Background: an optimization exercise with open tools, aiming at small area and a short achievable clock period. Do not read the settings as production practice. Function was checked by simulation only, so behaviour that the tests miss may differ from the original. Power is estimated from default activity; no workload was simulated.

build 95:
Design tcp_rx_top, start of the top module:
module tcp_rx_top #(
    parameter logic [47:0] board_mac  = 48'h02_00_c0_a8_0a_0a,
    parameter logic [15:0] local_port = 16'h0024
) (
    input  wire                                 aclk,
    input  wire                                 areset,
    input  wire tcp_rx_pkg::beat_t              in_tdata,
    input  wire [tcp_rx_pkg::data_bytes-1:0]    in_tkeep,
    input  wire                                 in_tvalid,
    input  wire                                 in_tlast,
    output logic                                in_tready,
    input  wire                                 established,
    input  wire [31:0]                          expected_seq,
    output tcp_rx_pkg::beat_t                   out_tdata,
    output logic [tcp_rx_pkg::data_bytes-1:0]   out_tkeep,
    output logic                                out_tlast,
    output logic                                out_tvalid,
    input  wire                                 out_tready,
    output logic                                seg_valid,
    output logic                                seg_syn,
    output logic                                seg_fin,
    output logic                                seg_ack,
    output logic                                seg_rst,
    output logic [31:0]                         seg_seq,
    output logic [31:0]                         seg_ack_num,
    output logic [47:0]                         peer_mac,
    output logic [31:0]                         peer_ip,
    output logic [15:0]                         peer_port,
    output logic [15:0]                         peer_window,
    output logic [15:0]                         seg_payload_len
);
clock: 10.5 ns
lec_check: 0
cap_margin: 20
core_margin: 2
core_utilization: 40
gpl_timing_driven: 0
slew_margin: 20
standard.sh (not shown) runs the stock make flow with config.mk's settings and CLKGATE_MAP_FILE= SYNTH_SCRIPT=/design/flow/synth_recipe.tcl, a recipe that flattens the netlist after the stock synthesis.
==> flow/flow/run.sh <==
#!/bin/bash
# The standard ORFS layout (standard.sh), with these changes:
#  - port buffers are buf_1 (the resizer may upsize them) instead of the
#    resizer's default pick;
#  - before floorplanning, in_tready gets a gate of its own (in_tready.tcl);
#  - adders are left to ABC (no ADDER_MAP_FILE), registers are unchanged;
#  - clock tree: clkbuf_4 buffers, small clusters, no dummy load cells.
# Each tool's output is in orfs/logs/; make's own output goes to standard_flow.log.
set -euo pipefail
here=$(pwd)
export BUFFER_PORTS_ARGS="-buffer_cell sky130_fd_sc_hd__buf_1"
export SETUP_SLACK_MARGIN=6.0
export PRE_FLOORPLAN_TCL="$here/flow/in_tready.tcl"
export ADDER_MAP_FILE=
export CTS_ARGS="-sink_clustering_enable -repair_clock_nets -dont_use_dummy_load -buf_list sky130_fd_sc_hd__clkbuf_4 -sink_clustering_size 9 -sink_clustering_max_diameter 60"
bash standard.sh > standard_flow.log 2>&1
==> flow/flow/in_tready.tcl <==
# Give the in_tready port a gate of its own, out_tready | !out_tvalid, so the
# port path is input buffer -> one gate -> output buffer and does not share a
# node with the internal can_load fanout. The logic function is unchanged.
set block [ord::get_db_block]
set bt_rdy [$block findBTerm in_tready]
set bt_otr [$block findBTerm out_tready]
set bt_otv [$block findBTerm out_tvalid]
set port_net [$bt_rdy getNet]
set int_net [odb::dbNet_create $block "can_load_int"]
foreach it [$port_net getITerms] {
  $it disconnect
  $it connect $int_net
}
set master [[ord::get_db] findMaster sky130_fd_sc_hd__nand2b_1]
set gate [odb::dbInst_create $block $master "in_tready_gate"]
[$gate findITerm A_N] connect [$bt_otr getNet]
[$gate findITerm B] connect [$bt_otv getNet]
[$gate findITerm Y] connect $port_net
puts "in_tready: own gate [$gate getName] on net [$port_net getName]; internal loads on [$int_net getName]"
Build 95 completed; timing, DRC and antenna clean
> inputs changed (build 95 -> build 16)
# build 95
export LEC_CHECK = 0
export CAP_MARGIN = 20
export CORE_MARGIN = 2
export CORE_UTILIZATION = 40
export GPL_TIMING_DRIVEN = 0
export SLEW_MARGIN = 20
create_clock -name core_clock -period 10.5 [get_ports {aclk}]
# build 16
export LEC_CHECK = 0
export CAP_MARGIN = 20
export CORE_MARGIN = 2
export CORE_UTILIZATION = 60
export SLEW_MARGIN = 20
create_clock -name core_clock -period 10.5 [get_ports {aclk}]
### Flow results
- Relative to build 95, the source-to-sink clock delay at the later pin of the worst-skew pair of build 16 is lower by 40 ps.
- The shortest clock period the worst path allows after layout of build 16 falls short of that of build 95 by 10 ps.
- Build 16: met1 global-route usage higher than build 95
- Build 16 against build 95: total of fill cells in the finished design lost 48%; core utilization picked up an extra 23 points; combinational cell fraction of total power lost 0.7 points.
Relative to build 16, the following input files were edited for build 81:
# build 16
export LEC_CHECK = 0
export CAP_MARGIN = 20
export CORE_MARGIN = 2
export CORE_UTILIZATION = 60
export SLEW_MARGIN = 20
create_clock -name core_clock -period 10.5 [get_ports {aclk}]
# build 81
export LEC_CHECK = 0
export CAP_MARGIN = 20
export CORE_MARGIN = 2
export CORE_UTILIZATION = 40
export SLEW_MARGIN = 20
create_clock -name core_clock -period 10.5 [get_ports {aclk}]
diff --git a/flow/flow/run.sh b/flow/flow/run.sh
--- a/flow/flow/run.sh
+++ b/flow/flow/run.sh
@@ -10,5 +10,5 @@
 here=$(pwd)
 export BUFFER_PORTS_ARGS="-buffer_cell sky130_fd_sc_hd__buf_1"
-export SETUP_SLACK_MARGIN=6.0
+export SETUP_SLACK_MARGIN=6.2
 export PRE_FLOORPLAN_TCL="$here/flow/in_tready.tcl"
 export ADDER_MAP_FILE=
In build 81 the power density relative to cell area turned out 0.79 nW/um^2 lower than in build 16. In the flow results for build 81 and build 16, the worst hold slack is larger on build 16. Build 16 → build 81: minimum clock period went up, slew of the pin with the lowest slew margin went up, max-slew headroom at the worst pin went down.
The inputs of build 98 differ from those of build 81 as listed below.
# build 81
export LEC_CHECK = 0
export CAP_MARGIN = 20
export CORE_MARGIN = 2
export CORE_UTILIZATION = 40
export SLEW_MARGIN = 20
create_clock -name core_clock -period 10.5 [get_ports {aclk}]
# build 98
export LEC_CHECK = 0
export CAP_MARGIN = 20
export CORE_MARGIN = 2
export CORE_UTILIZATION = 40
export CTS_BUF_LIST = sky130_fd_sc_hd__clkbuf_4
export CTS_CLUSTER_DIAMETER = 40
export CTS_CLUSTER_SIZE = 10
export SLEW_MARGIN = 20
create_clock -name core_clock -period 10.5 [get_ports {aclk}]
==> flow/flow/run.sh <==
#!/bin/bash
# The standard ORFS layout (standard.sh), with these changes:
#  - port buffers are buf_1 (the resizer may upsize them) instead of the
#    resizer's default pick;
#  - before floorplanning, in_tready gets a gate of its own (in_tready.tcl).
# Each tool's output is in orfs/logs/; make's own output goes to standard_flow.log.
set -euo pipefail
here=$(pwd)
export BUFFER_PORTS_ARGS="-buffer_cell sky130_fd_sc_hd__buf_1"
export SETUP_SLACK_MARGIN=6.0
export PRE_FLOORPLAN_TCL="$here/flow/in_tready.tcl"
export ADDER_MAP_FILE=
bash standard.sh > standard_flow.log 2>&1
Notes after the runs:
Sort build 98 and build 81 by routed wire length, descending, and build 98 comes first. Taking build 81 as the reference point, the via count of the first global-routing pass of build 98 rises by about 1.6%. The higher final-layout clock buffer total of build 98 and build 81 is in build 98.
Edits applied to the flow inputs when going from build 98 to build 75:
# build 98
export LEC_CHECK = 0
export CAP_MARGIN = 20
export CORE_MARGIN = 2
export CORE_UTILIZATION = 40
export CTS_BUF_LIST = sky130_fd_sc_hd__clkbuf_4
export CTS_CLUSTER_DIAMETER = 40
export CTS_CLUSTER_SIZE = 10
export SLEW_MARGIN = 20
create_clock -name core_clock -period 10.5 [get_ports {aclk}]
# build 75
export LEC_CHECK = 0
export CAP_MARGIN = 5
export CORE_MARGIN = 2
export CORE_UTILIZATION = 40
export SLEW_MARGIN = 5
create_clock -name core_clock -period 10.5 [get_ports {aclk}]
diff --git a/flow/flow/run.sh b/flow/flow/run.sh
--- a/flow/flow/run.sh
+++ b/flow/flow/run.sh
@@ -3,5 +3,7 @@
 #  - port buffers are buf_1 (the resizer may upsize them) instead of the
 #    resizer's default pick;
-#  - before floorplanning, in_tready gets a gate of its own (in_tready.tcl).
+#  - before floorplanning, in_tready gets a gate of its own (in_tready.tcl);
+#  - adders are left to ABC (no ADDER_MAP_FILE), registers are unchanged;
+#  - clock tree: clkbuf_4 buffers, small clusters, no dummy load cells.
 # Each tool's output is in orfs/logs/; make's own output goes to standard_flow.log.
 set -euo pipefail
@@ -11,3 +13,4 @@
 export PRE_FLOORPLAN_TCL="$here/flow/in_tready.tcl"
 export ADDER_MAP_FILE=
+export CTS_ARGS="-sink_clustering_enable -repair_clock_nets -dont_use_dummy_load -buf_list sky130_fd_sc_hd__clkbuf_4 -sink_clustering_size 9 -sink_clustering_max_diameter 60"
 bash standard.sh > standard_flow.log 2>&1
- Between build 75 and build 98, sequential share of layout area is higher for build 75, build 98 comes in under that.
- Diff build 75..build 98 | global-route congestion overflow total | unchanged
- Per the comparison of build 75 with build 98, largest fanout on the critical path saw little to no change, setup slack stayed essentially flat, length of routed met2 wiring dropped 1.4%, highest attainable clock frequency essentially unchanged.
- Build 75 against build 98: count of clock-buffer cells in the layout has decreased, total power dropped 280 uW.

---

== run 1 ==
tcp_rx_top again, from the RTL that the note above started with.
clock: 10.5 ns
lec_check: 0
cap_margin: 20
core_margin: 2
core_utilization: 40
slew_margin: 20
==> flow/flow/run.sh <==
#!/bin/bash
# The standard ORFS layout (standard.sh), with these changes:
#  - port buffers are buf_1 (the resizer may upsize them) instead of the
#    resizer's default pick;
#  - before floorplanning, in_tready gets a gate of its own (in_tready.tcl);
#  - adders are left to ABC (no ADDER_MAP_FILE), registers are unchanged;
#  - clock tree: clkbuf_4 buffers, small clusters, no dummy load cells.
# Each tool's output is in orfs/logs/; make's own output goes to standard_flow.log.
set -euo pipefail
here=$(pwd)
export BUFFER_PORTS_ARGS="-buffer_cell sky130_fd_sc_hd__buf_1"
export SETUP_SLACK_MARGIN=6.0
export PRE_FLOORPLAN_TCL="$here/flow/in_tready.tcl"
export ADDER_MAP_FILE=
export CTS_ARGS="-sink_clustering_enable -repair_clock_nets -dont_use_dummy_load -buf_list sky130_fd_sc_hd__clkbuf_4 -sink_clustering_size 9 -sink_clustering_max_diameter 60"
bash standard.sh > standard_flow.log 2>&1
Scripts as last shown in full above: flow/flow/in_tready.tcl
Setup changes, run 1 to run 2
# run 1
export LEC_CHECK = 0
export CAP_MARGIN = 20
export CORE_MARGIN = 2
export CORE_UTILIZATION = 40
export SLEW_MARGIN = 20
create_clock -name core_clock -period 10.5 [get_ports {aclk}]
# run 2
export LEC_CHECK = 0
export ABC_AREA = 1
export CAP_MARGIN = 20
export CORE_MARGIN = 2
export CORE_UTILIZATION = 40
export SLEW_MARGIN = 20
create_clock -name core_clock -period 10.5 [get_ports {aclk}]
[summary]
Taking run 1 as the reference, in run 2 total met2 wirelength after detailed routing has increased, largest stage delay on the critical path has remained practically unchanged, number of gates given a new drive strength after cts has decreased, post-synth design cell area has remained practically unchanged. Taking run 1 as 1.0, run 2 lands at 1.08 on via count. Looking at run 2 and run 1, the clock-pin slew of the registers on the worst-case setup and hold paths is a wash. Re total power: run 2 and run 1 aren't equal, and the higher value belongs to run 2.
Modified inputs, run 3 compared to run 2
# run 2
export LEC_CHECK = 0
export ABC_AREA = 1
export CAP_MARGIN = 20
export CORE_MARGIN = 2
export CORE_UTILIZATION = 40
export SLEW_MARGIN = 20
create_clock -name core_clock -period 10.5 [get_ports {aclk}]
# run 3
export LEC_CHECK = 0
export CAP_MARGIN = 20
export CORE_MARGIN = 2
export CORE_UTILIZATION = 40
export SLEW_MARGIN = 20
create_clock -name core_clock -period 10.5 [get_ports {aclk}]
diff --git a/flow/flow/run.sh b/flow/flow/run.sh
--- a/flow/flow/run.sh
+++ b/flow/flow/run.sh
@@ -2,0 +3,3 @@
+#  - synthesis leaves adders to ABC (no ADDER_MAP_FILE); registers are unchanged;
+#  - after floorplanning, the combinational logic is resynthesized for area
+#    (restructure.tcl) and in_tready gets a gate of its own (in_tready.tcl);
@@ -5,2 +7,0 @@
-#  - before floorplanning, in_tready gets a gate of its own (in_tready.tcl);
-#  - adders are left to ABC (no ADDER_MAP_FILE), registers are unchanged;
@@ -10,0 +12,5 @@
+mkdir -p "$here/restructure"
+export FLOW_FLOW_DIR="$here/flow"
+export RESTRUCTURE_WORK_DIR="$here/restructure"
+export ADDER_MAP_FILE=
+export POST_FLOORPLAN_TCL="$here/flow/restructure.tcl"
@@ -13,2 +18,0 @@
-export PRE_FLOORPLAN_TCL="$here/flow/in_tready.tcl"
-export ADDER_MAP_FILE=
==> flow/flow/restructure.tcl (new file) <==
# After floorplanning: resynthesize the combinational logic for area with
# OpenROAD's restructure (ABC), registers untouched; then give in_tready its
# own gate (in_tready.tcl), which the restructure would otherwise merge away.
set_dont_use $::env(DONT_USE_CELLS)
report_design_area
restructure -target area -liberty_file $::env(LIB_FILES) \
  -tielo_port $::env(TIELO_CELL_AND_PORT) -tiehi_port $::env(TIEHI_CELL_AND_PORT) \
  -work_dir $::env(RESTRUCTURE_WORK_DIR) -abc_logfile $::env(RESTRUCTURE_WORK_DIR)/abc.log
report_design_area
source $::env(FLOW_FLOW_DIR)/in_tready.tcl
Results
- The combinational cell power of run 3 is lower than that of run 2.
- Shortest clock period the worst path allows after layout on run 3 is down relative to run 2.
- Compared run 3 vs run 2, and global-route met3 utilization is up in run 3.
- Run 3 vs. run 2: number of combinational gates with multiple inputs went down about 30%; starting density of the core held; internal power component went up 0.32%.
- Going from run 2 to run 3, routed wire length grew by 2.7%, fraction of standard cell area that is sequential grew by 1.5 points, area after synthesis held steady.

## port drivers added, routing unchanged
Ports are ideal in the flow. The routed layouts listed here were re-timed in OpenROAD. Step 1: set_driving_cell puts a clkbuf_16 on aclk and a buf_2 on each other input, an assumption about the parent block. Step 2 also shifts input and output timing later by t, the mid clock arrival at the registers, as if the neighbouring blocks saw the same clock. a / b / c = ideal / step 1 / step 2; a / b = the first two.
run | t, ns | slack for setup (ns) | hold slack, ns | worst slew at a driven data input, ns
build 95 | 0.724 | 5.955 / 5.914 / 5.570 | 0.605 / 0.605 / 0.605 | 0.13
build 16 | 0.673 | 5.965 / 5.925 / 5.708 | 0.586 / 0.586 / 0.586 | 0.08
build 81 | 0.726 | 5.960 / 5.917 / 5.829 | 0.563 / 0.563 / 0.563 | 0.11
build 98 | 0.770 | 5.960 / 5.919 / 5.795 | 0.565 / 0.565 / 0.565 | 0.12
build 75 | 0.726 | 5.960 / 5.917 / 5.829 | 0.563 / 0.563 / 0.563 | 0.11
run 1 | 0.726 | 5.960 / 5.917 / 5.829 | 0.563 / 0.563 / 0.563 | 0.11
run 2 | 0.673 | 5.947 / 5.926 / 5.656 | 0.504 / 0.504 / 0.504 | 0.09
run 3 | 0.719 | 5.956 / 5.931 / 5.558 | 0.540 / 0.540 / 0.540 | 0.09
After both steps every run listed still meets setup and hold. The setup slack of run 3, which loses most, moves by -0.025 ns with the drivers and by -0.398 ns with both steps.
